Source: an optimization exercise on an open RTL-to-GDS flow (aim: small area and few clock cycles). Production flows keep margins and buffers that such runs may drop. RTL that was checked went through simulation tests only; none was proved equivalent to the original. No functional check of the RTL was part of runs 4 to 6. No activity file was given, so power comes from the tool's default toggle rates.

==> design/flow/design.v <==
`default_nettype none
package sat_pkg;
    localparam int LIT_W   = 8;
    localparam int VAR_W   = LIT_W - 1;
    localparam int VAR_MAX = 128;
    localparam int CLA_LEN = 4;
    typedef logic signed [LIT_W-1:0] lit_t;
    typedef lit_t [CLA_LEN-1:0] cla_t;
    typedef enum logic [1:0] {
        UNDEFINED = 2'd0,
        TRUE      = 2'd1,
        FALSE     = 2'd2
    } lit_state_t;
    typedef lit_state_t [CLA_LEN-1:0] state_vec_t;
    typedef enum logic [1:0] {
        CMD_ASSIGN = 2'd0,
        CMD_CLEAR  = 2'd1,
        CMD_EVAL   = 2'd2
    } cmd_op_t;
    typedef struct packed {
        cmd_op_t op;
        lit_t    lit;
        cla_t    cla;
    } bcp_cmd_t;
    typedef enum logic [1:0] {
        SAT        = 2'd0,
        CONFLICT   = 2'd1,
        UNIT       = 2'd2,
        UNRESOLVED = 2'd3
    } cla_status_t;
    typedef struct packed {
        cla_status_t status;
        lit_t        lit;
    } bcp_result_t;
    function automatic logic [VAR_W-1:0] lit_var(input logic [LIT_W-1:0] lit);
        logic [LIT_W-1:0] mag;
        mag = lit[LIT_W-1] ? (~lit + 1'b1) : lit;
        lit_var = mag[VAR_W-1:0];
    endfunction
endpackage
`default_nettype wire
`default_nettype none
module sat_bcp_top (
    input  wire logic        clk,
    input  wire logic        rst_n,
    input  wire logic        cmd_req,
    input  wire logic [41:0] cmd,
    output logic             cmd_ack,
    output logic             res_req,
    output logic [9:0]       res,
    input  wire logic        res_ack
);
    localparam logic [1:0] ST_SAT   = 2'd0;
    localparam logic [1:0] ST_CONF  = 2'd1;
    localparam logic [1:0] ST_UNIT  = 2'd2;
    localparam logic [1:0] ST_UNRES = 2'd3;
    localparam logic [2:0] S_IDLE = 3'd0;
    localparam logic [2:0] S_LIT1 = 3'd1;
    localparam logic [2:0] S_LIT2 = 3'd2;
    localparam logic [2:0] S_LIT3 = 3'd3;
    localparam logic [2:0] S_RDY  = 3'd4;
    logic req_meta, req_sync, ack_meta, ack_sync;
    always_ff @(posedge clk) begin
        if (rst_n) begin
            req_meta <= 1'b0;
            req_sync <= 1'b0;
            ack_meta <= 1'b0;
            ack_sync <= 1'b0;
        end else begin
            req_meta <= cmd_req;
            req_sync <= req_meta;
            ack_meta <= res_ack;
            ack_sync <= ack_meta;
        end
    end
    logic [2:0] step;
    logic [7:0] lit_p;
    logic [7:0] lit_x;
    logic [7:0] lit_y;
    localparam int NGRP = 43;
    localparam logic [4:0] ALLU = 5'b01000;
    logic [NGRP*5-1:0] tbl;
    logic [6:0] pa;
    logic [5:0] grp;
    logic [1:0] pos;
    logic [4:0] gc;
    logic       uu;
    logic [2:0] gd;
    logic [2:0] gv;
    logic       pz;
    logic       rd_def;
    logic       rd_val;
    logic       pu;
    logic       pt;
    assign pa = lit_p[7] ? (~lit_p[6:0] + 7'd1) : lit_p[6:0];
    assign pz = (lit_p == 8'd0);
    always_comb begin
        if (pa[1:0] != 2'd3) begin
            grp = {1'b0, pa[6:2]};
            pos = pa[1:0];
        end else if (pa[3:2] != 2'd3) begin
            grp = 6'd32 + 6'(pa[6:4]);
            pos = pa[3:2];
        end else if (pa[5:4] != 2'd3) begin
            grp = 6'd40 + 6'(pa[6]);
            pos = pa[5:4];
        end else begin
            grp = 6'd42;
            pos = {1'b0, pa[6]};
        end
    end
    logic [NGRP-1:0] gsel;
    always_comb begin
        for (int g = 0; g < NGRP; g++) begin
            gsel[g] = (grp == 6'(g));
        end
    end
    logic [7:0] glo;
    logic [7:0] ghi;
    logic [4:0] gcol [6];
    assign glo = 8'd1 << grp[2:0];
    assign ghi = 8'd1 << grp[5:3];
    always_comb begin
        gc = '0;
        for (int j = 0; j < 6; j++) begin
            gcol[j] = '0;
            for (int i = 0; i < 8; i++) begin
                if (j*8+i < NGRP) begin
                    gcol[j] = gcol[j] | (tbl[(j*8+i)*5 +: 5] & {5{glo[i]}});
                end
            end
            gc = gc | (gcol[j] & {5{ghi[j]}});
        end
    end
    assign uu    = !gc[4] && gc[3];
    assign gd[0] = !uu && (gc[2] || !gc[1]);
    assign gv[0] = gc[0];
    assign gd[1] = !uu && (gc[2] || gc[1]);
    assign gv[1] = gc[2] ? gc[1] : gc[0];
    assign gd[2] = gc[4] || (gc[3] && gc[1]);
    assign gv[2] = gc[4] ? gc[3] : gc[0];
    assign rd_def = pz || gd[pos];
    assign rd_val = !pz && gv[pos];
    assign pu = !rd_def;
    assign pt = rd_def && (rd_val ^ lit_p[7]);
    logic [2:0] nd;
    logic [2:0] nv;
    logic [2:0] pc;
    logic [4:0] wcode;
    always_comb begin
        nd = gd;
        nv = gv;
        nd[pos] = 1'b1;
        nv[pos] = !lit_p[7];
        if (nd[0] && nd[1]) begin
            pc = {1'b1, nv[1], nv[0]};
        end else if (nd[0]) begin
            pc = {2'b00, nv[0]};
        end else begin
            pc = {2'b01, nv[1]};
        end
        if (nd[2] && (nd[0] || nd[1])) begin
            wcode = {1'b1, nv[2], pc};
        end else if (nd[2]) begin
            wcode = {4'b0101, nv[2]};
        end else begin
            wcode = {2'b00, pc};
        end
    end
    function automatic logic [9:0] upd(input logic [9:0] r, input logic u,
                                       input logic t, input logic [7:0] l);
        logic [9:0] n;
        n = r;
        if (r[9:8] != ST_SAT) begin
            if (t) begin
                n = {ST_SAT, 8'd0};
            end else if (u) begin
                if (r[9:8] == ST_CONF) begin
                    n = {ST_UNIT, l};
                end else if (r[9:8] == ST_UNIT) begin
                    n = {ST_UNRES, 8'd0};
                end
            end
        end
        upd = n;
    endfunction
    logic waiting;
    logic is_eval;
    logic res_free;
    logic cap;
    logic wr;
    logic clr;
    logic busy;
    assign busy     = (step == S_LIT1) || (step == S_LIT2) || (step == S_LIT3);
    assign waiting  = req_sync && !cmd_ack;
    assign is_eval  = (cmd[41:40] == 2'd2);
    assign res_free = (step == S_IDLE) && (!res_req || ack_sync);
    assign cap      = waiting && (is_eval ? res_free : !busy);
    assign wr       = cap && (cmd[41:40] == 2'd0);
    assign clr      = rst_n || (cap && (cmd[41:40] == 2'd1));
    always_ff @(posedge clk) begin
        if (rst_n) begin
            cmd_ack <= 1'b0;
            res_req <= 1'b0;
            step    <= S_IDLE;
        end else begin
            if (cap) begin
                cmd_ack <= 1'b1;
            end else if (!req_sync) begin
                cmd_ack <= 1'b0;
            end
            if (res_req && ack_sync) begin
                res_req <= 1'b0;
            end
            case (step)
                S_IDLE: begin
                    if (cap && is_eval) begin
                        step <= S_LIT1;
                    end
                end
                S_LIT1: step <= S_LIT2;
                S_LIT2: step <= S_LIT3;
                default: begin
                    if (!ack_sync) begin
                        res_req <= 1'b1;
                        step    <= S_IDLE;
                    end else begin
                        step    <= S_RDY;
                    end
                end
            endcase
        end
    end
    always_ff @(posedge clk) begin
        if ((cap && is_eval) || busy) begin
            res <= upd(cap ? {ST_CONF, 8'd0} : res, pu, pt, lit_p);
        end
    end
    always_ff @(posedge clk) begin
        if (cap) begin
            lit_p <= cmd[41] ? cmd[15:8] : cmd[39:32];
        end else if (step == S_LIT1 || step == S_LIT2) begin
            lit_p <= lit_x;
        end else begin
            lit_p <= cmd[41] ? cmd[7:0] : cmd[39:32];
        end
        lit_x <= cap ? cmd[23:16] : lit_y;
        lit_y <= cmd[31:24];
    end
    logic [4:0] wcode_q;
    logic       wr_q;
    logic [4:0] wbus;
    always_ff @(posedge clk) begin
        wcode_q <= wcode;
        wr_q    <= wr && !rst_n;
    end
    assign wbus = clr ? ALLU : wcode_q;
    always_ff @(posedge clk) begin
        for (int g = 0; g < NGRP; g++) begin
            if (clr || (wr_q && gsel[g])) begin
                tbl[g*5 +: 5] <= wbus;
            end
        end
    end
endmodule
`default_nettype wire
==> design/flow/flow/run.sh <==
#!/bin/bash
# The standard ORFS layout (the standard.sh, standard synthesis unchanged), with:
#  - port buffers of the smallest buffer cell,
#  - a clock tree with larger sink clusters, clkbuf_8 buffers and no dummy loads,
#  - timing-driven placement that does not keep its virtual repair buffers.
# Each step's full output is in orfs/logs; standard.sh's own output is in run_standard.log.
set -euo pipefail
export BUFFER_PORTS_ARGS="-buffer_cell sky130_fd_sc_hd__buf_1"
export CTS_ARGS="-sink_clustering_enable -sink_clustering_size 16 -sink_clustering_max_diameter 60 -repair_clock_nets -dont_use_dummy_load -buf_list {sky130_fd_sc_hd__clkbuf_8}"
export GPL_KEEP_OVERFLOW=0
bash standard.sh > run_standard.log 2>&1
==> design/flow/standard.sh <==
#!/bin/bash
# synth_recipe.tcl (not shown) runs the flow's synth.tcl, then flattens the netlist and writes it again
# the make line also repeats each setting of config.mk as NAME=value (left out here)
make -C /OpenROAD-flow-scripts/flow DESIGN_CONFIG=/design/flow/config.mk WORK_HOME=/design/flow/orfs CLKGATE_MAP_FILE= SYNTH_SCRIPT=/design/flow/synth_recipe.tcl "${@:-finish}"
==> design/flow/config.mk <==
export PLATFORM = sky130hd
export DESIGN_NAME = sat_bcp_top
export DESIGN_NICKNAME = sat_bcp_top
export VERILOG_FILES = /design/flow/design.v
export SDC_FILE = /design/flow/constraint.sdc
export NUM_CORES = 4
export LEC_CHECK = 0
export ABC_AREA = 1
export CAP_MARGIN = 20
export CORE_MARGIN = 2
export CORE_UTILIZATION = 40
export CTS_BUF_LIST = sky130_fd_sc_hd__clkbuf_4 sky130_fd_sc_hd__clkbuf_8
export SLEW_MARGIN = 20
==> design/flow/constraint.sdc <==
create_clock -name core_clock -period 5.0 [get_ports {clk}]
set_input_delay 1.0000 -clock core_clock [delete_from_list [all_inputs] [get_ports {clk}]]
set_output_delay 1.0000 -clock core_clock [all_outputs]
set_load 0.01 [all_outputs]
==> flow_metrics.py, run 1 <==
metrics = {
    "run_status": {
        "status": "finished clean",
    },
    "synthesis": {
        "ys_types": 37,
        "synth_edf_count": 225,
        "netlist_area_sq_um": 11890,
        "postSynth.asyncResetShare": 0,
        "syn_nets": 1281,
        "synth.most_common_cell": "nand2_1",
        "yosysWarnings": 2,
        "seq_area_frac_synth": 0.6337,
        "synth_top_flop_cell": "edfxtp_1",
        "synth_area_leader_cell": "edfxtp_1",
        "synth_common_cells": "nand2_1 (468), edfxtp_1 (225), nor2_1 (97)",
        "synth_cells": 1230,
        "yosysTopAreaCellShare": 0.5681,
        "synth-seq-cells": 264,
        "yosys-top-cells-area": "edfxtp_1 (57%), nand2_1 (15%), dfxtp_1 (6.6%)",
        "syn-mean-instance-area_sq_um": 9.670,
    },
    "sta": {
        "maxSlewViolCount": 0,
        "finalWorstPathRequiredPeriod_ps": 4516,
        "fmax_mhz": 221.5,
        "rsz0062_at_grt": "false",
        "finalWorstSetupSlack_ps": 484.4,
        "skew_ps": 46.65,
        "finalSetupTns_ps": 0,
        "setup_viol": 0,
        "relSlewSlack": 0.2799,
        "hold_viol": 0,
        "worstMarginPinSlew_ps": 1069,
        "fin_crit_sh": 0.9031,
    },
    "placement": {
        "post-place-ws_ps": -184.2,
        "port_buffers": 57,
        "gp_congestion": 0.9036,
        "dp_hpwl_mm": 20.11,
    },
    "pwr": {
        "clock_power_share": 0.177,
        "total_power_uw": 6463,
        "ir_worst_vdd_v": 0.0002344,
        "netSwitchingPower_uw": 2435,
        "seqPwrFrac": 0.465,
        "p_comb_frac": 0.357,
        "p_per_area_nw_per_um2": 492.8,
        "p_leak_uw": 0.005472,
        "intPower_uw": 4028,
        "swShare": 0.3768,
    },
    "clocking": {
        "cts_inserted_buffers": 26,
        "clkLatencyLatePin_ps": 570,
        "htree_levels": 1,
        "tritoncts": "yes",
        "clkSinkCount": 264,
        "clkSlewWorstSetupHoldPaths_ps": 70,
        "clk_path_buf_depth": 3,
        "cts_hold_buf": 0,
        "ctsRootBufferMaster": "clkbuf_8",
    },
    "layout": {
        "n_antenna_cell": 0,
        "drive_gt1_frac": 0.07984,
        "fill_cells": 2836,
        "area_growth_pct": 10.28,
        "layout.nets": 1343,
    },
    "grt": {
        "first_global_vias": 8275,
        "grt_max_degree": 59,
        "grt_usage": 0.1948,
        "grt_antenna_before_repair": 0,
        "grt_pass1_wl_mm": 46.94,
        "gr-total-overflow": 0,
    },
    "floorplanning": {
        "die_height_um": 176.4,
        "rows": 63,
        "core_area_sq_um": 29480,
        "die_x_um": 176.4,
        "dieArea_sq_um": 31130,
        "ioPinCount": 58,
        "start_util": 0.4034,
    },
    "routing": {
        "drtPass1Iterations": 7,
        "drc": 0,
        "avgViaCountPerCell": 5.270,
        "drt-initial-drc-count": 792,
        "wl_mm": 31.08,
        "wl_per_cell_um": 18.50,
        "vias": 8854,
        "postRouteAntennaNets": 0,
    },
    "critical_path": {
        "cp_common_cell": "nand2_1",
        "r2r-start": "lit_p[0]",
        "end_kind": "flip-flop",
        "worstPathArrival_ps": 4790,
        "criticalPathCategory": "flip-flop to flip-flop",
        "crit_slowest_cell": "nor2_2",
        "critPathMaxFanout": 13,
        "r2r-end": "res[1]",
        "cpPeakStageDelay_ps": 550,
        "reg2reg_slack_ps": 480,
        "reg2regPathDepth": 28,
        "start_kind": "flip-flop",
        "required_ps": 5280,
    },
    "job": {
        "maxCapViolations": 0,
    },
    "min_path": {
        "hold-path-endpoint": "ack_sync",
        "hp-start": "ack_meta",
        "hp-class": "flip-flop to flip-flop",
        "min_delay_path_depth": 2,
    },
}
area by class of cell:
cell class	count	area, sq um	area share
Sequential cell	264	7537	0.5746
Multi-Input combinational cell	842	3860	0.2943
Timing Repair Buffer	83	589.3	0.04493
Tap cell	390	488.0	0.03720
Clock buffer	26	357.8	0.02728
Inverter	75	284.0	0.02165
logic make-up after synthesis:
logic type,after synthesis,synth area share
and+or+nand+nor,731,0.2615
adders and majority gates,5,0.005260
AOI/OAI and AO/OA,103,0.05008
buffers and inverters,127,0.04944
DFF,264,0.6337
sequential cells by signal, summed over array words and instances, names as in the netlist, 3 cells and up:
register	flops
lit_y	8
tbl	215
lit_p	8
step	3
wcode_q	5
lit_x	8
res	10
power by group through the flow:
| stage | clock, uW | sequential [uW] | combinational [uW] |
|---|---|---|---|
| after global routing | 1250 | 3040 | 2570 |
| after CTS | 1170 | 3010 | 2190 |
| after global placement | 0 | 3060 | 2030 |
| after floorplan | 0 | 3030 | 1510 |
| after detailed placement | 0 | 3060 | 2180 |
| final | 1150 | 3010 | 2310 |
per-stage QoR:
| step | utilization | hold WS [ps] | std cells | cell area (sq um) |
|---|---|---|---|---|
| 3_3_place_gp | 0.4169 | 390.1 | 1625 | 12290 |
| 2_1_floorplan | - | 388.3 | 1230 | 11890 |
| 4_1_cts | 0.4374 | 402.3 | 1659 | 12890 |
| 6_report | 0.4449 | 401.2 | 1680 | 13120 |
| 3_5_place_dp | 0.4251 | 392.2 | 1633 | 12530 |
| 5_1_grt | 0.4449 | 414.5 | 1680 | 13120 |
how the worst max path moves through the flow:
stage               endpoint      from
floorplan             res[6]  lit_p[0]
global placement      res[8]  lit_p[0]
detailed placement    res[0]   cmd[41]
CTS                   res[8]  lit_p[0]
global route          res[8]  lit_p[0]
finish                res[1]  lit_p[0]
cells in the final DEF, fill, tap and decap left out, types with 2 or more instances in the layout:
| master | count |
|---|---|
| nand2_1 | 467 |
| edfxtp_1 | 225 |
| nor2_1 | 89 |
| nand3_1 | 86 |
| inv_1 | 60 |
| buf_1 | 57 |
| nand4_1 | 51 |
| o21ai_0 | 47 |
| dfxtp_1 | 39 |
| clkbuf_8 | 26 |
| a21oi_1 | 17 |
| nor2_4 | 13 |
| buf_4 | 13 |
| inv_2 | 10 |
| o22ai_1 | 8 |
| a31oi_1 | 8 |
| a21o_1 | 8 |
| nand2_2 | 7 |
| o21ai_1 | 7 |
| nor2_2 | 7 |
| buf_12 | 6 |
| nor3_1 | 5 |
| ha_1 | 5 |
| buf_16 | 5 |
| clkinv_1 | 4 |
| o21ai_2 | 3 |
| o21ai_4 | 2 |
| nand2_4 | 2 |
worst max-delay path, delay by kind of cell (launching register included):
| kind | cells | cell delay [ps] |
|---|---|---|
| AO/OA/AOI/OAI | 1 | 90 |
| flip-flops | 1 | 330 |
| adder cells (fa/ha/maj) | 1 | 280 |
| AND/OR/NAND/NOR | 21 | 3070 |
| buffers and inverters | 5 | 480 |
what timing repair did:
action	4_1_cts	5_1_grt
setup buffers	0	17
resized for setup	2	3
cloned	0	3
setup endpoints to repair	1	12
pin swaps	0	7
per-layer routing:
layer  wire [um]  vias to the layer above  global-route usage
li1            -                     4261                   -
met1       13670                     4233              0.2739
met2       14700                      309              0.3198
met3        1933                       51             0.02433
met4         768                        0             0.05269
met5           0                        -                   0
Testbench counts, summed over its fixed seeds: cycles 96,000.
==> run 2, diff against run 1 <==
==> design/flow/run.sh (new file) <==
#!/bin/bash
# synth_recipe.tcl (not shown) runs the flow's synth.tcl, then flattens the netlist and writes it again
# the make line also repeats each setting of config.mk as NAME=value (left out here)
make -C /OpenROAD-flow-scripts/flow DESIGN_CONFIG=/design/flow/config.mk WORK_HOME=/design/flow/orfs CLKGATE_MAP_FILE= SYNTH_SCRIPT=/design/flow/synth_recipe.tcl finish
removed: design/flow/flow/run.sh
removed: design/flow/standard.sh
==> run 2 against run 1 <==
- hold slack worse by 2.2 ps
- synthesized area unchanged
- first-iteration DRC count down 2.9%
- fmax up 2.9%
- die area unchanged
- register-to-register slack better by 130 ps
- sequential share of layout area down 2.7 points
- via count up 0.15%
- routed wire length down 3.4%
- combinational power down 8%
- global-route usage about the same
- flip-flop and latch count unchanged
- largest power group unchanged
==> flow_metrics.py, run 2 <==
metrics = {
    "synthesis": {
        "synth-seq-cells": 264,
        "syn_nets": 1281,
        "synth_edf_count": 225,
        "seq_area_frac_synth": 0.6337,
        "synth.most_common_cell": "nand2_1",
        "yosysWarnings": 2,
        "synth_cells": 1230,
        "synth_top_flop_cell": "edfxtp_1",
        "yosysTopAreaCellShare": 0.5681,
        "synth_common_cells": "nand2_1 (468), edfxtp_1 (225), nor2_1 (97)",
        "synth_area_leader_cell": "edfxtp_1",
        "netlist_area_sq_um": 11890,
        "postSynth.asyncResetShare": 0,
        "ys_types": 37,
        "yosys-top-cells-area": "edfxtp_1 (57%), nand2_1 (15%), dfxtp_1 (6.6%)",
        "syn-mean-instance-area_sq_um": 9.670,
    },
    "layout": {
        "fin_util": 0.4666,
        "multi_input_area_sq_um": 3781,
        "largest-register": "tbl",
        "area_growth_pct": 15.66,
        "seq_area_sq_um": 7537,
        "n_antenna_cell": 0,
        "final_cell_mix": "nand2_1 (468), edfxtp_1 (225), nor2_1 (92)",
        "fill_cells": 2806,
        "drive_gt1_frac": 0.1067,
        "largest_register_ffs": 215,
        "layout.nets": 1358,
        "final_common_cell": "nand2_1",
        "top_regs": "tbl (215), res (10)",
    },
    "min_path": {
        "hp-class": "flip-flop to flip-flop",
        "hp-start": "ack_meta",
    },
    "critical_path": {
        "cpPeakStageDelay_ps": 670,
        "end_kind": "flip-flop",
        "worstPathArrival_ps": 4690,
        "crit_slowest_cell": "nor2_2",
        "cp_common_cell": "nand2_1",
        "reg2reg_slack_ps": 610,
        "critPathBufInv": 4,
        "criticalPathCategory": "flip-flop to flip-flop",
        "r2r-start": "lit_p[0]",
        "cp_top_family": "simple AND/OR/NAND/NOR gates",
        "critPathMaxFanout": 13,
        "required_ps": 5300,
        "critPathLaunch": "lit_p[0]",
        "start_kind": "flip-flop",
    },
    "floorplanning": {
        "dieArea_sq_um": 31130,
        "start_util": 0.4034,
        "rows": 63,
        "die_x_um": 176.4,
        "ioPinCount": 58,
        "core_area_sq_um": 29480,
        "die_height_um": 176.4,
    },
    "sta": {
        "rsz0062_at_grt": "false",
        "fmax_mhz": 227.9,
        "finalWorstPathRequiredPeriod_ps": 4389,
        "setup_viol": 0,
        "finalSetupTns_ps": 0,
        "fin_crit_sh": 0.8777,
        "worstMarginPinSlew_ps": 1082,
        "hold_viol": 0,
        "maxSlewViolCount": 0,
        "skew_ps": 20.45,
        "relSlewSlack": 0.2713,
    },
    "grt": {
        "grt_pass1_wl_mm": 46.53,
        "grt_usage": 0.1946,
        "grt_antenna_before_repair": 0,
        "first_global_vias": 8477,
        "grt_max_degree": 44,
        "gr-total-overflow": 0,
    },
    "routing": {
        "wl_per_cell_um": 17.35,
        "drtPass1Iterations": 5,
        "postRouteAntennaNets": 0,
        "vias": 8867,
        "avgViaCountPerCell": 5.125,
        "drc": 0,
        "wl_mm": 30.02,
        "drt-initial-drc-count": 769,
    },
    "placement": {
        "port_buffers": 57,
        "gp_congestion": 0.8771,
        "dp_hpwl_mm": 20.11,
    },
    "clocking": {
        "clkLatencyLatePin_ps": 560,
        "ctsRootBufferMaster": "clkbuf_8",
        "cts_hold_buf": 0,
        "tritoncts": "yes",
        "post_cts_buffers": 0,
        "clkSlewWorstSetupHoldPaths_ps": 50,
        "ctsResizeCount": 0,
        "clk_path_buf_depth": 3,
        "clkSinkCount": 264,
        "htree_levels": 2,
        "cts_inserted_buffers": 46,
    },
    "pwr": {
        "p_leak_uw": 0.005836,
        "p_per_area_nw_per_um2": 515.1,
        "ir_worst_vdd_v": 0.0001727,
    },
    "run_status": {
        "status": "finished clean",
    },
    "job": {
        "maxCapViolations": 0,
    },
}
run 2: cell counts after synthesis:
Identical to the previous run, type by type.
run 2: cells by family after synthesis:
| family | count (synthesis) | synth area share |
|---|---|---|
| AOI/OAI and AO/OA | 103 | 0.05008 |
| adders and majority gates | 5 | 0.005260 |
| DFF | 264 | 0.6337 |
| buffers and inverters | 127 | 0.04944 |
| and+or+nand+nor | 731 | 0.2615 |
run 2: path summary, 6_finish.rpt:
check | endpoint | cells past startpoint
hold / removal | ack_sync | 2
hold reg to reg | ack_sync | 2
setup / recovery | res[8] | 27
setup reg to reg | res[8] | 27
run 2: report_power, final:
group	switching (uW)	leakage, uW	internal (uW)
clock	860	0.000476	1080
sequential	105	0.00258	2910
combinational	1540	0.00278	594
run 2: per-stage QoR:
step | instance area (sq um) | cells | setup WS, ps | total power [uW] | hold WS [ps]
after global placement | 12850 | 1649 | 633.1 | 5173 | 389.5
after CTS | 13760 | 1730 | 548.1 | 7138 | 401.0
final | 13760 | 1730 | 611.4 | 7086 | 399.1
after global routing | 13760 | 1730 | 166.2 | 7528 | 421.8
after detailed placement | 12850 | 1649 | 578.2 | 5188 | 393.1
after floorplan | 11890 | 1230 | 1810 | 4540 | 388.3
run 2: worst register-to-register path, cell delays in order (launching register included):
cell,delay [ps]
dfxtp_1,320
inv_2,150
ha_1,220
inv_1,50
nand2_1,60
nand2_1,70
a21boi_2,240
nand2_2,130
clkinv_1,60
nand3_1,100
a21oi_2,390
nand2_1,160
nor2_2,670
nand2_1,110
nand2_1,110
nor2_1,40
nand2_1,80
nand2_1,70
nand2_1,100
inv_1,50
nand2_1,120
nand2_2,100
nand3_1,110
nand2_2,70
nor2_2,350
nand2_1,80
o21ai_0,90
nor2_1,60
run 2: metal layers:
layer  wire length, um  global-route usage  part of all wire
met1             13500              0.2734              0.45
met3              1836             0.03316             0.061
met2             13890              0.3039              0.46
met5                 0                   0                 0
met4               789             0.07163             0.026
run 2: area by class of cell:
type,instances,share of cell area
multi-input combinational,839,0.2749
clock buffer,65,0.05821
timing repair buffer,81,0.05548
clock inverter,16,0.007640
inverter,75,0.02046
tap,390,0.03547
sequential,264,0.5479
==> run 3, diff against run 2 <==
==> design/flow/flow/run.sh (new file) <==
#!/bin/bash
# The standard ORFS layout (the standard.sh, standard synthesis unchanged), with:
#  - port buffers of the smallest buffer cell,
#  - a clock tree with larger sink clusters, clkbuf_16 buffers and no dummy loads.
# Each step's full output is in orfs/logs; standard.sh's own output is in run_standard.log.
set -euo pipefail
export BUFFER_PORTS_ARGS="-buffer_cell sky130_fd_sc_hd__buf_1"
export CTS_ARGS="-sink_clustering_enable -sink_clustering_size 30 -sink_clustering_max_diameter 80 -repair_clock_nets -dont_use_dummy_load -buf_list {sky130_fd_sc_hd__clkbuf_16}"
bash standard.sh > run_standard.log 2>&1
==> design/flow/standard.sh (new file) <==
#!/bin/bash
# synth_recipe.tcl (not shown) runs the flow's synth.tcl, then flattens the netlist and writes it again
# the make line also repeats each setting of config.mk as NAME=value (left out here)
make -C /OpenROAD-flow-scripts/flow DESIGN_CONFIG=/design/flow/config.mk WORK_HOME=/design/flow/orfs CLKGATE_MAP_FILE= SYNTH_SCRIPT=/design/flow/synth_recipe.tcl "${@:-finish}"
--- a/design/flow/config.mk
+++ b/design/flow/config.mk
@@ -9,5 +9,5 @@
 export CAP_MARGIN = 20
 export CORE_MARGIN = 2
-export CORE_UTILIZATION = 40
+export CORE_UTILIZATION = 55
 export CTS_BUF_LIST = sky130_fd_sc_hd__clkbuf_4 sky130_fd_sc_hd__clkbuf_8
 export SLEW_MARGIN = 20
removed: design/flow/run.sh
==> run 3 against run 2 <==
- die area decreased by 27%
- power fell by 12%
- synthesized area did not move
- register-to-register slack improved by 30 ps
- final cell count down 11%
- hold slack improved by 10 ps
- first-iteration DRC count up 3.6%
- design area fell by 7.9%
- critical endpoint is now res[3]
- largest cell class unchanged
- largest power group unchanged
==> flow_metrics.py, run 3 <==
metrics = {
    "run_status": {
        "status": "finished clean",
    },
    "critical_path": {
        "required_ps": 5230,
        "start_kind": "flip-flop",
        "critPathLaunch": "lit_p[7]",
        "r2r-start": "lit_p[7]",
        "r2r-end": "res[3]",
        "end_kind": "flip-flop",
        "reg2regPathDepth": 27,
        "worstPathArrival_ps": 4590,
        "endpoint": "res[3]",
        "reg2reg_slack_ps": 650,
        "critPathMaxFanout": 20,
        "criticalPathCategory": "flip-flop to flip-flop",
    },
    "layout": {
        "top_regs": "tbl (215), res (10)",
        "largest_register_ffs": 215,
        "layout.nets": 1324,
        "area_growth_pct": 6.554,
        "n_antenna_cell": 0,
        "drive_gt1_frac": 0.06294,
        "final_cell_mix": "nand2_1 (468), edfxtp_1 (225), nor2_1 (92)",
        "largest-register": "tbl",
        "final_common_cell": "nand2_1",
        "instances_no_fill": 1546,
    },
    "clocking": {
        "cts_hold_buf": 0,
        "cts_inserted_buffers": 14,
        "post_cts_buffers": 0,
        "ctsRootBufferMaster": "clkbuf_16",
        "htree_levels": 1,
        "clkSinkCount": 264,
        "clk_path_buf_depth": 3,
        "clkSlewWorstSetupHoldPaths_ps": 100,
        "tritoncts": "yes",
        "ctsResizeCount": 0,
        "clkLatencyLatePin_ps": 490,
    },
    "sta": {
        "finalSetupTns_ps": 0,
        "maxSlewViolCount": 0,
        "fmax_mhz": 229.6,
        "hold_viol": 0,
        "finalWorstPathRequiredPeriod_ps": 4355,
        "rsz0062_at_grt": "false",
        "skew_ps": 41.92,
        "fin_crit_sh": 0.8710,
        "relSlewSlack": 0.2637,
        "setup_viol": 0,
        "worstMarginPinSlew_ps": 1093,
    },
    "synthesis": {
        "syn-mean-instance-area_sq_um": 9.670,
        "synth_cells": 1230,
        "yosysTopAreaCellShare": 0.5681,
        "synth_edf_count": 225,
        "synth-seq-cells": 264,
        "synth_area_leader_cell": "edfxtp_1",
        "synth_top_flop_cell": "edfxtp_1",
        "postSynth.asyncResetShare": 0,
        "yosys-top-cells-area": "edfxtp_1 (57%), nand2_1 (15%), dfxtp_1 (6.6%)",
        "yosysWarnings": 2,
        "ys_types": 37,
        "seq_area_frac_synth": 0.6337,
        "synth_common_cells": "nand2_1 (468), edfxtp_1 (225), nor2_1 (97)",
        "syn_nets": 1281,
        "netlist_area_sq_um": 11890,
        "synth.most_common_cell": "nand2_1",
    },
    "floorplanning": {
        "start_util": 0.5623,
        "rows": 53,
        "die_height_um": 151.1,
        "die_x_um": 151.1,
        "dieArea_sq_um": 22820,
        "core_area_sq_um": 21150,
        "ioPinCount": 58,
    },
    "pwr": {
        "clock_power_share": 0.183,
        "swShare": 0.3677,
        "seqPwrFrac": 0.480,
        "ir_worst_vdd_v": 0.0003399,
        "p_comb_frac": 0.337,
        "p_per_area_nw_per_um2": 494.2,
        "intPower_uw": 3960,
        "netSwitchingPower_uw": 2303,
        "p_leak_uw": 0.005365,
    },
    "routing": {
        "vias": 8575,
        "wl_mm": 29.22,
        "drc": 0,
        "wl_per_cell_um": 18.90,
        "drtPass1Iterations": 6,
        "avgViaCountPerCell": 5.547,
        "drt-initial-drc-count": 797,
        "postRouteAntennaNets": 0,
    },
    "grt": {
        "grt_pass1_wl_mm": 44.14,
        "grt_antenna_before_repair": 0,
        "grt_usage": 0.2595,
        "gr-total-overflow": 0,
        "grt_max_degree": 44,
        "first_global_vias": 7903,
    },
    "placement": {
        "dp_cells": 1532,
        "dp_hpwl_mm": 19.55,
        "port_buffers": 57,
        "gp_congestion": 0.8810,
    },
    "min_path": {
        "hp-class": "flip-flop to flip-flop",
    },
    "job": {
        "maxCapViolations": 0,
    },
}
run 3: cell counts after synthesis:
Identical to the previous run, type by type.
run 3: kinds of logic (layout without fill, tap and decap cells):
| kind of cell | count (synthesis) | count (layout) | synth area share |
|---|---|---|---|
| buf+inv | 127 | 168 | 0.04944 |
| fa+ha+maj | 5 | 5 | 0.005260 |
| flops | 264 | 264 | 0.6337 |
| simple gates | 731 | 731 | 0.2615 |
| compound gates | 103 | 103 | 0.05008 |
run 3: worst max-delay path, stage by stage (launching register included):
cell	delay [ps]
dfxtp_1	600
inv_2	140
nand2_1	80
a21boi_2	250
nand2_2	120
clkinv_1	60
nand3_1	100
nand2_1	90
nand2_2	80
nor2_2	820
buf_4	320
nand3_1	110
nand2_1	120
nor2_1	50
nand2_1	80
nand2_1	80
nand2_1	70
nor2_1	50
nand2_1	110
nand2_1	90
nand3_1	80
nand2_1	50
inv_1	80
nand2_1	80
nand2_1	110
nand3_4	130
nand3_1	110
nand2_1	60
run 3: power by group through the flow:
stage               Sequential (uW)  Clock (uW)  Combinational [uW]
floorplan                      3030           0                1510
global placement               3050           0                2080
detailed placement             3060           0                2090
CTS                            3010        1170                2100
global route                   3040        1230                2370
finish                         3010        1150                2110
run 3: final cells by class:
class                   count  area, sq um
fillers                  1871         8481
flip-flops and latches    264         7537
multi-input cells         839         3781
repair buffers             79        379.1
clock buffers              14        350.3
well taps                 275        344.1
inverters                  75        281.5
run 3: per-stage QoR:
| stage | setup WS (ps) | hold WS [ps] | area (sq um) | total power (uW) | util |
|---|---|---|---|---|---|
| after floorplan | 1810 | 388.3 | 11890 | 4540 | - |
| after global placement | 779.6 | 389.8 | 12320 | 5131 | 0.5825 |
| after detailed placement | 623.7 | 395.5 | 12320 | 5154 | 0.5825 |
| after CTS | 608.8 | 410.5 | 12670 | 6276 | 0.5991 |
| after global routing | 126.0 | 420.9 | 12670 | 6641 | 0.5991 |
| final | 645.1 | 409.4 | 12670 | 6264 | 0.5991 |
run 3: per-layer routing:
metal	vias up	global-route usage	part of all wire
met3	56	0.03102	0.064
met4	0	0.07710	0.031
met2	295	0.4127	0.46
li1	4218	-	-
met5	-	0	0
met1	4006	0.3792	0.45
run 3: worst min path at each step:
stage / start / end / slack (ps) / cells past startpoint
final: ack_meta / ack_sync / 410 / 2
after CTS: ack_meta / ack_sync / 410 / 2
after detailed placement: ack_meta / ack_sync / 400 / 2
after floorplan: ack_meta / ack_sync / 390 / 2
after global routing: ack_meta / ack_sync / 420 / 2
after global placement: req_meta / req_sync / 390 / 2
==> run 4, diff against run 3 <==
--- a/design/flow/design.v
+++ b/design/flow/design.v
@@ -248,15 +248,9 @@
         lit_y <= cmd[31:24];
     end
-    logic [4:0] wcode_q;
-    logic       wr_q;
     logic [4:0] wbus;
-    always_ff @(posedge clk) begin
-        wcode_q <= wcode;
-        wr_q    <= wr && !rst_n;
-    end
-    assign wbus = clr ? ALLU : wcode_q;
+    assign wbus = clr ? ALLU : wcode;
     always_ff @(posedge clk) begin
         for (int g = 0; g < NGRP; g++) begin
-            if (clr || (wr_q && gsel[g])) begin
+            if (clr || (wr && gsel[g])) begin
                 tbl[g*5 +: 5] <= wbus;
             end
==> design/flow/flow/run.sh (replaced) <==
#!/bin/bash
# The standard ORFS layout (the standard.sh, standard synthesis unchanged), with:
#  - port buffers of the smallest buffer cell,
#  - a clock tree with larger sink clusters, clkbuf_8 buffers and no dummy loads.
# Each step's full output is in orfs/logs; standard.sh's own output is in run_standard.log.
set -euo pipefail
export BUFFER_PORTS_ARGS="-buffer_cell sky130_fd_sc_hd__buf_1"
export CTS_ARGS="-sink_clustering_enable -sink_clustering_size 16 -sink_clustering_max_diameter 60 -repair_clock_nets -dont_use_dummy_load -buf_list {sky130_fd_sc_hd__clkbuf_8}"
bash standard.sh > run_standard.log 2>&1
==> run 4 against run 3 <==
- still clean on timing, DRC and antenna
- first-iteration DRC count up 18%
- synthesized cell count up 0.24%
- global-route usage increased by 0.97 points
- clock power down 12%
- via count grew 4.3%
- clock-buffer cell count increased by 7
- largest power group unchanged
==> flow_metrics.py, run 4 <==
metrics = {
    "synthesis": {
        "synth_edf_count": 225,
        "synth_area_leader_cell": "edfxtp_1",
        "synth_cells": 1233,
        "yosysTopAreaCellShare": 0.5737,
        "synth.most_common_cell": "nand2_1",
        "ys_types": 33,
        "synth_top_flop_cell": "edfxtp_1",
        "yosys-top-cells-area": "edfxtp_1 (57%), nand2_1 (14%), dfxtp_1 (5.6%)",
        "yosysWarnings": 2,
        "seq_area_frac_synth": 0.6298,
        "synth-seq-cells": 258,
        "netlist_area_sq_um": 11780,
        "syn_nets": 1283,
        "synth_common_cells": "nand2_1 (452), edfxtp_1 (225), nor2_1 (98)",
        "postSynth.asyncResetShare": 0,
        "syn-mean-instance-area_sq_um": 9.551,
    },
    "clocking": {
        "cts_hold_buf": 0,
        "clkLatencyLatePin_ps": 550,
        "cts_inserted_buffers": 21,
        "htree_levels": 1,
        "ctsRootBufferMaster": "clkbuf_8",
        "post_cts_buffers": 0,
        "tritoncts": "yes",
        "clkSinkCount": 258,
        "clkSlewWorstSetupHoldPaths_ps": 90,
        "clk_path_buf_depth": 3,
    },
    "sta": {
        "fin_crit_sh": 0.8990,
        "finalSetupTns_ps": 0,
        "finalWorstPathRequiredPeriod_ps": 4495,
        "hold_viol": 0,
        "relSlewSlack": 0.2098,
        "worstMarginPinSlew_ps": 1173,
        "whs_ps": 412.4,
        "setup_viol": 0,
        "skew_ps": 31.71,
        "fmax_mhz": 222.5,
        "rsz0062_at_grt": "false",
        "maxSlewViolCount": 0,
    },
    "layout": {
        "n_antenna_cell": 0,
        "layout.nets": 1360,
        "largest-register": "tbl",
        "area_growth_pct": 8.628,
        "fill_cells": 1848,
        "final_common_cell": "nand2_1",
        "fin_util": 0.6085,
        "fin_area_sq_um": 12790,
        "top_regs": "tbl (215), res (10)",
        "final_cell_mix": "nand2_1 (451), edfxtp_1 (225), nor2_1 (95)",
        "largest_register_ffs": 215,
        "drive_gt1_frac": 0.08563,
    },
    "floorplanning": {
        "die_height_um": 150.3,
        "core_area_sq_um": 21020,
        "die_x_um": 150.3,
        "dieArea_sq_um": 22600,
        "start_util": 0.5602,
        "ioPinCount": 58,
        "rows": 53,
    },
    "pwr": {
        "p_leak_uw": 0.005438,
        "total_power_uw": 7616,
        "p_per_area_nw_per_um2": 595.4,
        "ir_worst_vdd_v": 0.0004418,
    },
    "critical_path": {
        "r2r-start": "lit_p[0]",
        "endpoint": "tbl[65]",
        "required_ps": 5310,
        "criticalPathCategory": "flip-flop to flip-flop",
        "critPathLaunch": "lit_p[0]",
        "reg2reg_slack_ps": 510,
        "r2r-end": "tbl[65]",
        "crit_slowest_cell": "buf_4",
        "worstPathArrival_ps": 4810,
        "cpPeakStageDelay_ps": 440,
        "reg2regPathDepth": 28,
        "end_kind": "flip-flop",
        "cp_common_cell": "nand2_1",
        "critPathMaxFanout": 45,
        "start_kind": "flip-flop",
    },
    "grt": {
        "grt_antenna_before_repair": 0,
        "gr-total-overflow": 0,
        "first_global_vias": 8253,
        "grt_pass1_wl_mm": 46.07,
        "grt_usage": 0.2692,
        "grt_max_degree": 60,
    },
    "routing": {
        "drc": 0,
        "wl_per_cell_um": 18.87,
        "wl_mm": 29.87,
        "avgViaCountPerCell": 5.651,
        "drt-initial-drc-count": 944,
        "vias": 8945,
        "postRouteAntennaNets": 0,
        "drtPass1Iterations": 5,
    },
    "run_status": {
        "status": "finished clean",
    },
    "placement": {
        "port_buffers": 57,
        "dp_hpwl_mm": 19.89,
        "place_area_sq_um": 12490,
        "gp_congestion": 0.8878,
    },
    "job": {
        "maxCapViolations": 0,
    },
    "min_path": {
        "hp-class": "flip-flop to flip-flop",
    },
}
[run 4: worst min path at each step]
stage | depth (start not counted) | from | end | slack [ps]
finish | 2 | ack_meta | ack_sync | 410
global route | 2 | ack_meta | ack_sync | 430
CTS | 2 | ack_meta | ack_sync | 420
detailed placement | 2 | ack_meta | ack_sync | 400
global placement | 2 | ack_meta | ack_sync | 390
floorplan | 2 | ack_meta | ack_sync | 390
[run 4: timing repair]
item	in CTS	in global routing
gates resized for setup	0	4
setup endpoints to repair	0	86
endpoints found under the hold margin	0	0
[run 4: per-stage QoR]
stage	setup slack, ps	instances
6_report	505.1	1583
5_1_grt	69.83	1583
4_1_cts	325.3	1583
3_5_place_dp	345.5	1562
3_3_place_gp	395.9	1562
2_1_floorplan	232.8	1233
[run 4: final cells by class]
cell class | count | area (sq um) | area share
sequential | 258 | 7418 | 0.5799
multi-input combinational | 846 | 3840 | 0.3002
timing repair buffer | 112 | 634.4 | 0.04959
tap | 275 | 344.1 | 0.02690
clock buffer | 21 | 289.0 | 0.02259
inverter | 71 | 266.5 | 0.02083
[run 4: power breakdown]
part,total [uW],switching (uW),internal (uW),leakage (uW)
registers,3860,240,3620,0.00254
logic,2740,2040,701,0.00275
clock network,1010,633,377,0.000151
[run 4: per-layer routing]
| metal | up-vias | global-route usage | share of wire |
|---|---|---|---|
| met5 | - | 0 | 0 |
| met4 | 0 | 0.07972 | 0.025 |
| met3 | 51 | 0.03545 | 0.059 |
| met2 | 317 | 0.4132 | 0.45 |
| met1 | 4221 | 0.4036 | 0.46 |
| li1 | 4356 | - | - |
[run 4: critical path: cells and delay by family, from the launching register on]
| kind | cells | cell delay, ps |
|---|---|---|
| AND/OR/NAND/NOR | 20 | 2360 |
| AO/OA/AOI/OAI | 1 | 130 |
| flip-flops | 1 | 350 |
| adder cells (fa/ha/maj) | 1 | 240 |
| buffers and inverters | 6 | 1190 |
[run 4: cells by family (layout without fill, tap and decap cells)]
family	count (synthesis)	count (layout)	share of synthesized area
AOI/OAI and AO/OA	110	110	0.05334
buffers and inverters	129	204	0.04707
DFF	258	258	0.6298
adders and majority gates	4	4	0.004250
and+or+nand+nor	732	732	0.2655
==> run 5, diff against run 4 <==
--- a/design/flow/design.v
+++ b/design/flow/design.v
@@ -79,5 +79,6 @@
     logic [7:0] lit_y;
     localparam int NGRP = 43;
-    localparam logic [4:0] ALLU = 5'b01000;
+    localparam logic [4:0] ALLU  = 5'b01000;
+    localparam logic [4:0] G0CLR = 5'b00000;
     logic [NGRP*5-1:0] tbl;
     logic [6:0] pa;
@@ -88,5 +89,4 @@
     logic [2:0] gd;
     logic [2:0] gv;
-    logic       pz;
     logic       rd_def;
     logic       rd_val;
@@ -94,5 +94,4 @@
     logic       pt;
     assign pa = lit_p[7] ? (~lit_p[6:0] + 7'd1) : lit_p[6:0];
-    assign pz = (lit_p == 8'd0);
     always_comb begin
         if (pa[1:0] != 2'd3) begin
@@ -140,6 +139,6 @@
     assign gd[2] = gc[4] || (gc[3] && gc[1]);
     assign gv[2] = gc[4] ? gc[3] : gc[0];
-    assign rd_def = pz || gd[pos];
-    assign rd_val = !pz && gv[pos];
+    assign rd_def = gd[pos];
+    assign rd_val = gv[pos];
     assign pu = !rd_def;
     assign pt = rd_def && (rd_val ^ lit_p[7]);
@@ -248,9 +247,20 @@
         lit_y <= cmd[31:24];
     end
+    logic [4:0] wcode_q;
+    logic       wr_q;
     logic [4:0] wbus;
-    assign wbus = clr ? ALLU : wcode;
-    always_ff @(posedge clk) begin
-        for (int g = 0; g < NGRP; g++) begin
-            if (clr || (wr && gsel[g])) begin
+    always_ff @(posedge clk) begin
+        wcode_q <= wcode;
+        wr_q    <= wr && !rst_n;
+    end
+    logic [4:0] wbus0;
+    assign wbus  = clr ? ALLU : wcode_q;
+    assign wbus0 = clr ? G0CLR : wcode_q;
+    always_ff @(posedge clk) begin
+        if (clr || (wr_q && gsel[0])) begin
+            tbl[4:0] <= wbus0;
+        end
+        for (int g = 1; g < NGRP; g++) begin
+            if (clr || (wr_q && gsel[g])) begin
                 tbl[g*5 +: 5] <= wbus;
             end
==> run 5 against run 4 <==
- sequential power fell by 23%
- synthesized area grew 2.5%
- sequential share of layout area hardly changed
- register-to-register slack worse by 20 ps
- via count is 0.35% lower
- global-route usage is 0.65 points lower
- clock skew is 27 ps higher
- routed wire length is 2.5% higher
- final cell count is 1.0% higher
- synthesized cell count up 1.1%
- worst setup slack lost 22 ps
- critical endpoint is now res[7]
==> flow_metrics.py, run 5 <==
metrics = {
    "run_status": {
        "status": "finished clean",
    },
    "synthesis": {
        "synth_simple_gate_area_share": 0.2650,
        "synth_xor_area_frac": 0,
        "synth_area_leader_cell": "edfxtp_1",
        "yosysTopAreaCellShare": 0.5599,
        "synth_compound_gate_area_share": 0.05299,
        "postSynth.asyncResetShare": 0,
        "ys_types": 45,
        "netlist_area_sq_um": 12070,
        "synth_cells": 1246,
        "synth.most_common_cell": "nand2_1",
        "synth_top_flop_cell": "edfxtp_1",
        "synth-seq-cells": 264,
        "yosys-top-cells-area": "edfxtp_1 (56%), nand2_1 (14%), dfxtp_1 (6.5%)",
        "synth_top_family_by_area": "simple AND/OR/NAND/NOR gates",
        "synth_edf_count": 225,
        "yosysWarnings": 2,
        "seq_area_frac_synth": 0.6246,
        "synth_common_cells": "nand2_1 (434), edfxtp_1 (225), nor2_1 (112)",
        "syn_nets": 1297,
        "synthMuxAreaShare": 0,
        "syn-mean-instance-area_sq_um": 9.684,
        "synthAdderAreaFrac": 0.005185,
    },
    "clocking": {
        "clk_path_buf_depth": 3,
        "ctsResizeCount": 0,
        "post_cts_buffers": 0,
        "clkSinkCount": 264,
        "cts_hold_buf": 0,
        "clkSlewWorstSetupHoldPaths_ps": 90,
        "cts_inserted_buffers": 22,
        "clkLatencyLatePin_ps": 560,
        "ctsRootBufferMaster": "clkbuf_8",
        "tritoncts": "yes",
        "htree_levels": 1,
    },
    "pwr": {
        "p_leak_uw": 0.005555,
        "p_per_area_nw_per_um2": 484.0,
        "ir_worst_vdd_v": 0.0002995,
    },
    "layout": {
        "n_antenna_cell": 0,
        "seq_area_sq_um": 7537,
        "largest_register_ffs": 215,
        "final_cell_mix": "nand2_1 (433), edfxtp_1 (225), nor2_1 (108)",
        "final_common_cell": "nand2_1",
        "largest-register": "tbl",
        "fin_area_sq_um": 13000,
        "area_growth_pct": 7.766,
        "multi_input_area_sq_um": 3913,
        "top_regs": "tbl (215), res (10)",
        "layout.nets": 1372,
        "drive_gt1_frac": 0.09249,
        "fill_cells": 1902,
    },
    "critical_path": {
        "crit_slowest_cell": "dfxtp_1",
        "critPathBufInv": 4,
        "worstPathArrival_ps": 4780,
        "cp_common_cell": "nand2_1",
        "start_kind": "flip-flop",
        "criticalPathCategory": "flip-flop to flip-flop",
        "cp_top_family": "simple AND/OR/NAND/NOR gates",
        "end_kind": "flip-flop",
        "cpPeakStageDelay_ps": 670,
        "required_ps": 5270,
        "critPathMaxFanout": 14,
    },
    "job": {
        "maxCapViolations": 0,
    },
    "grt": {
        "first_global_vias": 8278,
        "grt_antenna_before_repair": 0,
        "grt_max_degree": 45,
        "grt_usage": 0.2627,
        "grt_pass1_wl_mm": 47.44,
        "gr-total-overflow": 0,
    },
    "routing": {
        "drc": 0,
        "postRouteAntennaNets": 0,
        "wl_mm": 30.60,
        "avgViaCountPerCell": 5.575,
        "wl_per_cell_um": 19.14,
        "wl_met2_mm": 14.16,
        "wl_met1_mm": 13.84,
        "drtPass1Iterations": 5,
        "drt-initial-drc-count": 767,
        "highest_layer": "met4",
        "vias": 8914,
        "met3_length_mm": 2.038,
    },
    "sta": {
        "finalWorstPathRequiredPeriod_ps": 4517,
        "skew_ps": 58.47,
        "fmax_mhz": 221.4,
        "maxSlewViolCount": 0,
        "setup_viol": 0,
        "relSlewSlack": 0.3646,
        "worstMarginPinSlew_ps": 943.1,
        "finalSetupTns_ps": 0,
        "hold_viol": 0,
        "rsz0062_at_grt": "false",
        "fin_crit_sh": 0.9033,
    },
    "floorplanning": {
        "rows": 54,
        "die_height_um": 152.1,
        "core_area_sq_um": 21690,
        "start_util": 0.5564,
        "die_x_um": 152.1,
        "dieArea_sq_um": 23140,
        "ioPinCount": 58,
    },
    "placement": {
        "place_area_sq_um": 12700,
        "port_buffers": 57,
        "gp_congestion": 0.9394,
        "dp_hpwl_mm": 20.75,
    },
    "min_path": {
        "hp-class": "flip-flop to flip-flop",
    },
}
run 5: cells by family (layout without fill, tap and decap cells):
kind of cell,count (synthesis),count (layout)
buf+inv,137,210
compound gates,108,108
fa+ha+maj,5,5
flops,264,264
simple gates,732,732
run 5: layout make-up:
class / count / share of cell area
clock buffer: 22 / 0.02328
inverter: 83 / 0.02415
multi-input combinational: 845 / 0.3009
sequential: 264 / 0.5796
tap: 280 / 0.02694
timing repair buffer: 105 / 0.04513
run 5: path summary, 6_finish.rpt:
kind	start	end	slack, ps	cells after the start
hold / removal	req_meta	req_sync	410	2
setup reg to reg	lit_p[7]	res[7]	480	27
hold reg to reg	req_meta	req_sync	410	2
setup / recovery	lit_p[7]	res[7]	480	27
run 5: per-layer routing:
layer  GRT usage  vias to the layer above
li1            -                     4340
met1      0.3899                     4213
met2      0.4213                      323
met3     0.03195                       38
met4     0.05741                        0
met5           0                        -
run 5: power breakdown:
part / switching (uW) / internal [uW]
sequential: 106 / 2880
clock: 662 / 394
combinational: 1630 / 618
total: 2400 / 3900
run 5: stage by stage:
stage	hold slack (ps)	setup WS, ps	util	total power [uW]	cells
global placement	390.6	560.0	0.5856	5257	1577
finish	405.7	483.5	0.5996	6294	1599
detailed placement	394.9	538.2	0.5856	5267	1577
floorplan	388.3	1760	-	4589	1246
global route	439.3	75.74	0.5996	6663	1599
CTS	408.2	506.9	0.5996	6302	1599
run 5: tightest hold or removal path, delay by kind of cell, from the launching register on:
kind / cells / cell delay, ps
buf+inv: 1 / 40
flops: 1 / 300
simple gates: 1 / 30
==> run 6, diff against run 5 <==
--- a/design/flow/design.v
+++ b/design/flow/design.v
@@ -55,9 +55,8 @@
     localparam logic [1:0] ST_UNIT  = 2'd2;
     localparam logic [1:0] ST_UNRES = 2'd3;
-    localparam logic [2:0] S_IDLE = 3'd0;
-    localparam logic [2:0] S_LIT1 = 3'd1;
-    localparam logic [2:0] S_LIT2 = 3'd2;
-    localparam logic [2:0] S_LIT3 = 3'd3;
-    localparam logic [2:0] S_RDY  = 3'd4;
+    localparam logic [1:0] S_IDLE = 2'd0;
+    localparam logic [1:0] S_LIT2 = 2'd1;
+    localparam logic [1:0] S_LIT3 = 2'd2;
+    localparam logic [1:0] S_RDY  = 2'd3;
     logic req_meta, req_sync, ack_meta, ack_sync;
     always_ff @(posedge clk) begin
@@ -74,11 +73,15 @@
         end
     end
-    logic [2:0] step;
+    logic [1:0] step;
     logic [7:0] lit_p;
     logic [7:0] lit_x;
-    logic [7:0] lit_y;
+    logic       spec_u;
+    logic       spec_t;
+    logic       wr_q;
+    logic       waiting;
+    logic       busy;
+    logic [7:0] pl;
     localparam int NGRP = 43;
-    localparam logic [4:0] ALLU  = 5'b01000;
-    localparam logic [4:0] G0CLR = 5'b00000;
+    localparam logic [4:0] ALLU = 5'b01000;
     logic [NGRP*5-1:0] tbl;
     logic [6:0] pa;
@@ -89,9 +92,14 @@
     logic [2:0] gd;
     logic [2:0] gv;
+    logic       pz;
     logic       rd_def;
     logic       rd_val;
     logic       pu;
     logic       pt;
-    assign pa = lit_p[7] ? (~lit_p[6:0] + 7'd1) : lit_p[6:0];
+    assign busy    = (step == S_LIT2) || (step == S_LIT3);
+    assign waiting = req_sync && !cmd_ack;
+    assign pl      = (waiting || busy || wr_q) ? lit_p : cmd[7:0];
+    assign pa = pl[7] ? (~pl[6:0] + 7'd1) : pl[6:0];
+    assign pz = (pl == 8'd0);
     always_comb begin
         if (pa[1:0] != 2'd3) begin
@@ -139,8 +147,8 @@
     assign gd[2] = gc[4] || (gc[3] && gc[1]);
     assign gv[2] = gc[4] ? gc[3] : gc[0];
-    assign rd_def = gd[pos];
-    assign rd_val = gv[pos];
+    assign rd_def = pz || gd[pos];
+    assign rd_val = !pz && gv[pos];
     assign pu = !rd_def;
-    assign pt = rd_def && (rd_val ^ lit_p[7]);
+    assign pt = rd_def && (rd_val ^ pl[7]);
     logic [2:0] nd;
     logic [2:0] nv;
@@ -151,5 +159,5 @@
         nv = gv;
         nd[pos] = 1'b1;
-        nv[pos] = !lit_p[7];
+        nv[pos] = !pl[7];
         if (nd[0] && nd[1]) begin
             pc = {1'b1, nv[1], nv[0]};
@@ -184,5 +192,4 @@
         upd = n;
     endfunction
-    logic waiting;
     logic is_eval;
     logic res_free;
@@ -190,7 +197,4 @@
     logic wr;
     logic clr;
-    logic busy;
-    assign busy     = (step == S_LIT1) || (step == S_LIT2) || (step == S_LIT3);
-    assign waiting  = req_sync && !cmd_ack;
     assign is_eval  = (cmd[41:40] == 2'd2);
     assign res_free = (step == S_IDLE) && (!res_req || ack_sync);
@@ -215,8 +219,7 @@
                 S_IDLE: begin
                     if (cap && is_eval) begin
-                        step <= S_LIT1;
+                        step <= S_LIT2;
                     end
                 end
-                S_LIT1: step <= S_LIT2;
                 S_LIT2: step <= S_LIT3;
                 default: begin
@@ -232,21 +235,27 @@
     end
     always_ff @(posedge clk) begin
-        if ((cap && is_eval) || busy) begin
-            res <= upd(cap ? {ST_CONF, 8'd0} : res, pu, pt, lit_p);
+        if (cap && is_eval) begin
+            res <= upd(upd({ST_CONF, 8'd0}, spec_u, spec_t, cmd[7:0]), pu, pt, pl);
+        end else if (busy) begin
+            res <= upd(res, pu, pt, pl);
+        end
+    end
+    always_ff @(posedge clk) begin
+        if (!waiting && !busy && !wr_q) begin
+            spec_u <= pu;
+            spec_t <= pt;
         end
     end
     always_ff @(posedge clk) begin
         if (cap) begin
+            lit_p <= cmd[41] ? cmd[23:16] : cmd[39:32];
+        end else if (step == S_LIT2) begin
+            lit_p <= lit_x;
+        end else begin
             lit_p <= cmd[41] ? cmd[15:8] : cmd[39:32];
-        end else if (step == S_LIT1 || step == S_LIT2) begin
-            lit_p <= lit_x;
-        end else begin
-            lit_p <= cmd[41] ? cmd[7:0] : cmd[39:32];
-        end
-        lit_x <= cap ? cmd[23:16] : lit_y;
-        lit_y <= cmd[31:24];
+        end
+        lit_x <= cmd[31:24];
     end
     logic [4:0] wcode_q;
-    logic       wr_q;
     logic [4:0] wbus;
     always_ff @(posedge clk) begin
@@ -254,12 +263,7 @@
         wr_q    <= wr && !rst_n;
     end
-    logic [4:0] wbus0;
-    assign wbus  = clr ? ALLU : wcode_q;
-    assign wbus0 = clr ? G0CLR : wcode_q;
-    always_ff @(posedge clk) begin
-        if (clr || (wr_q && gsel[0])) begin
-            tbl[4:0] <= wbus0;
-        end
-        for (int g = 1; g < NGRP; g++) begin
+    assign wbus = clr ? ALLU : wcode_q;
+    always_ff @(posedge clk) begin
+        for (int g = 0; g < NGRP; g++) begin
             if (clr || (wr_q && gsel[g])) begin
                 tbl[g*5 +: 5] <= wbus;
==> run 6 against run 5 <==
- still clean
- hold slack gained 7.2 ps
- worst setup slack lost 160 ps
- sequential share of layout area shrank 2.7 points
- fmax shrank 3.4%
- largest cell class unchanged
==> flow_metrics.py, run 6 <==
metrics = {
    "job": {
        "maxCapViolations": 0,
    },
    "pwr": {
        "intPower_uw": 3862,
        "p_leak_uw": 0.005693,
        "netSwitchingPower_uw": 2213,
        "ir_worst_vdd_v": 0.0002772,
        "total_power_uw": 6075,
        "p_comb_frac": 0.350,
        "swShare": 0.3643,
        "clock_power_share": 0.170,
        "seqPwrFrac": 0.481,
        "p_per_area_nw_per_um2": 452.6,
    },
    "synthesis": {
        "synth_top_flop_cell": "edfxtp_1",
        "yosysTopAreaCellShare": 0.5650,
        "syn_nets": 1314,
        "yosysWarnings": 2,
        "yosys-top-cells-area": "edfxtp_1 (56%), nand2_1 (13%), dfxtp_1 (5.0%)",
        "synth_common_cells": "nand2_1 (433), edfxtp_1 (227), nor2_1 (105)",
        "synth_cells": 1260,
        "synth-seq-cells": 257,
        "synth_edf_count": 227,
        "syn-mean-instance-area_sq_um": 9.576,
        "synth_area_leader_cell": "edfxtp_1",
        "postSynth.asyncResetShare": 0,
        "seq_area_frac_synth": 0.6147,
        "synth.most_common_cell": "nand2_1",
        "ys_types": 41,
        "netlist_area_sq_um": 12070,
    },
    "critical_path": {
        "path_depth": 32,
        "cp_common_cell": "nand2_1",
        "end_kind": "flip-flop",
        "cpPeakStageDelay_ps": 350,
        "worstPathArrival_ps": 4900,
        "r2r-start": "step[0]",
        "start_kind": "flip-flop",
        "crit_slowest_cell": "dfxtp_2",
        "critPathMaxFanout": 25,
        "endpoint": "res[7]",
        "critPathBufInv": 8,
        "critPathLaunch": "step[0]",
        "criticalPathCategory": "flip-flop to flip-flop",
        "cp_top_family": "simple AND/OR/NAND/NOR gates",
        "reg2reg_slack_ps": 330,
        "reg2regPathDepth": 32,
        "r2r-end": "res[7]",
        "required_ps": 5230,
    },
    "layout": {
        "area_growth_pct": 11.26,
        "fin_area_sq_um": 13420,
        "multi_input_area_sq_um": 4138,
        "final_common_cell": "nand2_1",
        "n_antenna_cell": 0,
        "top_regs": "tbl (215), res (10)",
        "drive_gt1_frac": 0.1281,
        "instances_no_fill": 1630,
        "layout.nets": 1406,
        "largest_register_ffs": 215,
        "final_cell_mix": "nand2_1 (423), edfxtp_1 (227), nor2_1 (92)",
        "seq_area_sq_um": 7418,
        "largest-register": "tbl",
        "fill_cells": 1879,
    },
    "grt": {
        "grt_max_degree": 44,
        "grt_pass1_wl_mm": 49.51,
        "first_global_vias": 8759,
        "gr-total-overflow": 0,
        "grt_antenna_before_repair": 0,
        "grt_usage": 0.2734,
    },
    "clocking": {
        "htree_levels": 1,
        "cts_inserted_buffers": 22,
        "cts_hold_buf": 0,
        "clkSinkCount": 257,
        "clk_path_buf_depth": 3,
        "clkSlewWorstSetupHoldPaths_ps": 90,
        "clkLatencyLatePin_ps": 580,
        "tritoncts": "yes",
        "ctsRootBufferMaster": "clkbuf_8",
    },
    "routing": {
        "avgViaCountPerCell": 5.643,
        "wl_per_cell_um": 19.50,
        "postRouteAntennaNets": 0,
        "drt-initial-drc-count": 889,
        "drc": 0,
        "wl_mm": 31.78,
        "drtPass1Iterations": 7,
        "vias": 9198,
    },
    "sta": {
        "skew_ps": 99.47,
        "finalWorstPathRequiredPeriod_ps": 4674,
        "hold_viol": 0,
        "setup_viol": 0,
        "fmax_mhz": 213.9,
        "relSlewSlack": 0.2607,
        "maxSlewViolCount": 0,
        "worstMarginPinSlew_ps": 1097,
        "fin_crit_sh": 0.9349,
        "finalWorstSetupSlack_ps": 325.6,
    },
    "floorplanning": {
        "die_height_um": 152.1,
        "dieArea_sq_um": 23140,
        "core_area_sq_um": 21690,
        "ioPinCount": 58,
        "die_x_um": 152.1,
        "rows": 54,
        "start_util": 0.5563,
    },
    "min_path": {
        "hp-class": "flip-flop to flip-flop",
    },
    "placement": {
        "dp_hpwl_mm": 21.81,
        "gp_congestion": 0.8957,
        "place_area_sq_um": 12860,
        "port_buffers": 57,
        "post-place-ws_ps": 63.40,
        "dp_cells": 1601,
    },
    "run_status": {
        "status": "finished clean",
    },
}
[run 6: changes by cell type in the layout (fill, tap and decap cells not counted), moves of 10 or more]
cell / change
dfxtp_1: -10
nand2_1: -10
nand3_1: -11
buf_6: +11
nor2_1: -16
nand4_1: +27
o21ai_0: +18
[run 6: what timing repair did]
item                                    4_1_cts  5_1_grt
endpoints found under the setup margin        0       25
resized for setup                             0       56
buffers inserted                              0        6
[run 6: power by group through the flow]
| stage | Sequential (uW) | Combinational (uW) | Clock [uW] |
|---|---|---|---|
| after floorplan | 2940 | 1280 | 0 |
| after global placement | 2960 | 1980 | 0 |
| after CTS | 2920 | 1980 | 1060 |
| after global routing | 2950 | 2340 | 1130 |
| after detailed placement | 2970 | 1980 | 0 |
| final | 2920 | 2130 | 1030 |
[run 6: final cells by class]
type / count / area share
multi-input cells: 858 / 0.3082
flip-flops and latches: 257 / 0.5526
inverters: 85 / 0.02451
clock buffers: 22 / 0.02256
well taps: 280 / 0.02610
repair buffers: 128 / 0.06599
[run 6: worst register-to-register path: cells and delay by family, from the launching register on]
family                   cells  cell delay (ps)
adder cells (fa/ha/maj)      2              600
AND/OR/NAND/NOR             19             1990
AO/OA/AOI/OAI                3              500
buffers and inverters        8              970
flip-flops                   1              350
[run 6: through the flow]
step | hold WS [ps] | util | setup TNS, ps
after floorplan | 388.3 | - | 0
after global placement | 393.4 | 0.5930 | 0
after detailed placement | 394.9 | 0.5930 | 0
after CTS | 413.3 | 0.6070 | 0
after global routing | 450.8 | 0.6190 | -62.11
final | 412.9 | 0.6190 | 0
[run 6: logic make-up (layout without fill, tap and decap cells)]
kind of cell | count (synthesis) | after routing | synth area share
compound gates | 112 | 112 | 0.05361
fa+ha+maj | 8 | 8 | 0.008297
buf+inv | 145 | 235 | 0.05610
flops | 257 | 257 | 0.6147
simple gates | 738 | 738 | 0.2672
[run 6: routing by layer]
layer,global-route usage,part of all wire,vias up
li1,-,-,4458
met1,0.4228,0.46,4339
met2,0.4131,0.45,350
met3,0.03023,0.074,51
met4,0.07788,0.023,0
met5,0,0,-
[run 6: how the worst min path moves through the flow]
| stage | endpoint | startpoint | slack, ps | depth (start not counted) |
|---|---|---|---|---|
| 2_1_floorplan | ack_sync | ack_meta | 390 | 2 |
| 3_3_place_gp | req_sync | req_meta | 390 | 2 |
| 3_5_place_dp | req_sync | req_meta | 390 | 2 |
| 5_1_grt | req_sync | req_meta | 450 | 2 |
| 4_1_cts | req_sync | req_meta | 410 | 2 |
| 6_report | req_sync | req_meta | 410 | 2 |

==> afterwards: timing with drivers on the ports <==
The results above use ideal ports. As a check the final layouts listed here were re-extracted and re-timed, cells and wires unchanged.
Step 1: set_driving_cell puts a clkbuf_16 on clk and a buf_2 on each other input, an assumption about the parent block.
Step 2 also shifts input and output timing later by t, the mid clock arrival at the registers, as if the neighbouring blocks saw the same clock.
a / b / c = ideal / step 1 / step 2; a / b = the first two.
run	t, ns	setup slack, ns	hold WS [ns]	slew at the worst register clock pin (ns)	pins driven straight from the clock port
run 1	0.587	0.484 / 0.484 / 0.227	0.401 / 0.401 / 0.401	0.11 / 0.11	1
run 2	0.599	0.611 / 0.611 / 0.611	0.399 / 0.399 / 0.399	0.06 / 0.06	1
run 3	0.518	0.645 / 0.645 / 0.645	0.409 / 0.409 / 0.409	0.11 / 0.11	1
run 4	0.576	0.505 / 0.505 / 0.505	0.412 / 0.412 / 0.412	0.10 / 0.10	1
run 5	0.581	0.483 / 0.483 / 0.483	0.406 / 0.406 / 0.406	0.11 / 0.11	1
run 6	0.572	0.326 / 0.326 / 0.083	0.413 / 0.413 / 0.413	0.10 / 0.10	1
After both steps every run listed still meets setup and hold. For run 1, which loses most, drivers alone change the setup slack by 0.000 ns; drivers and shift together by -0.257 ns.
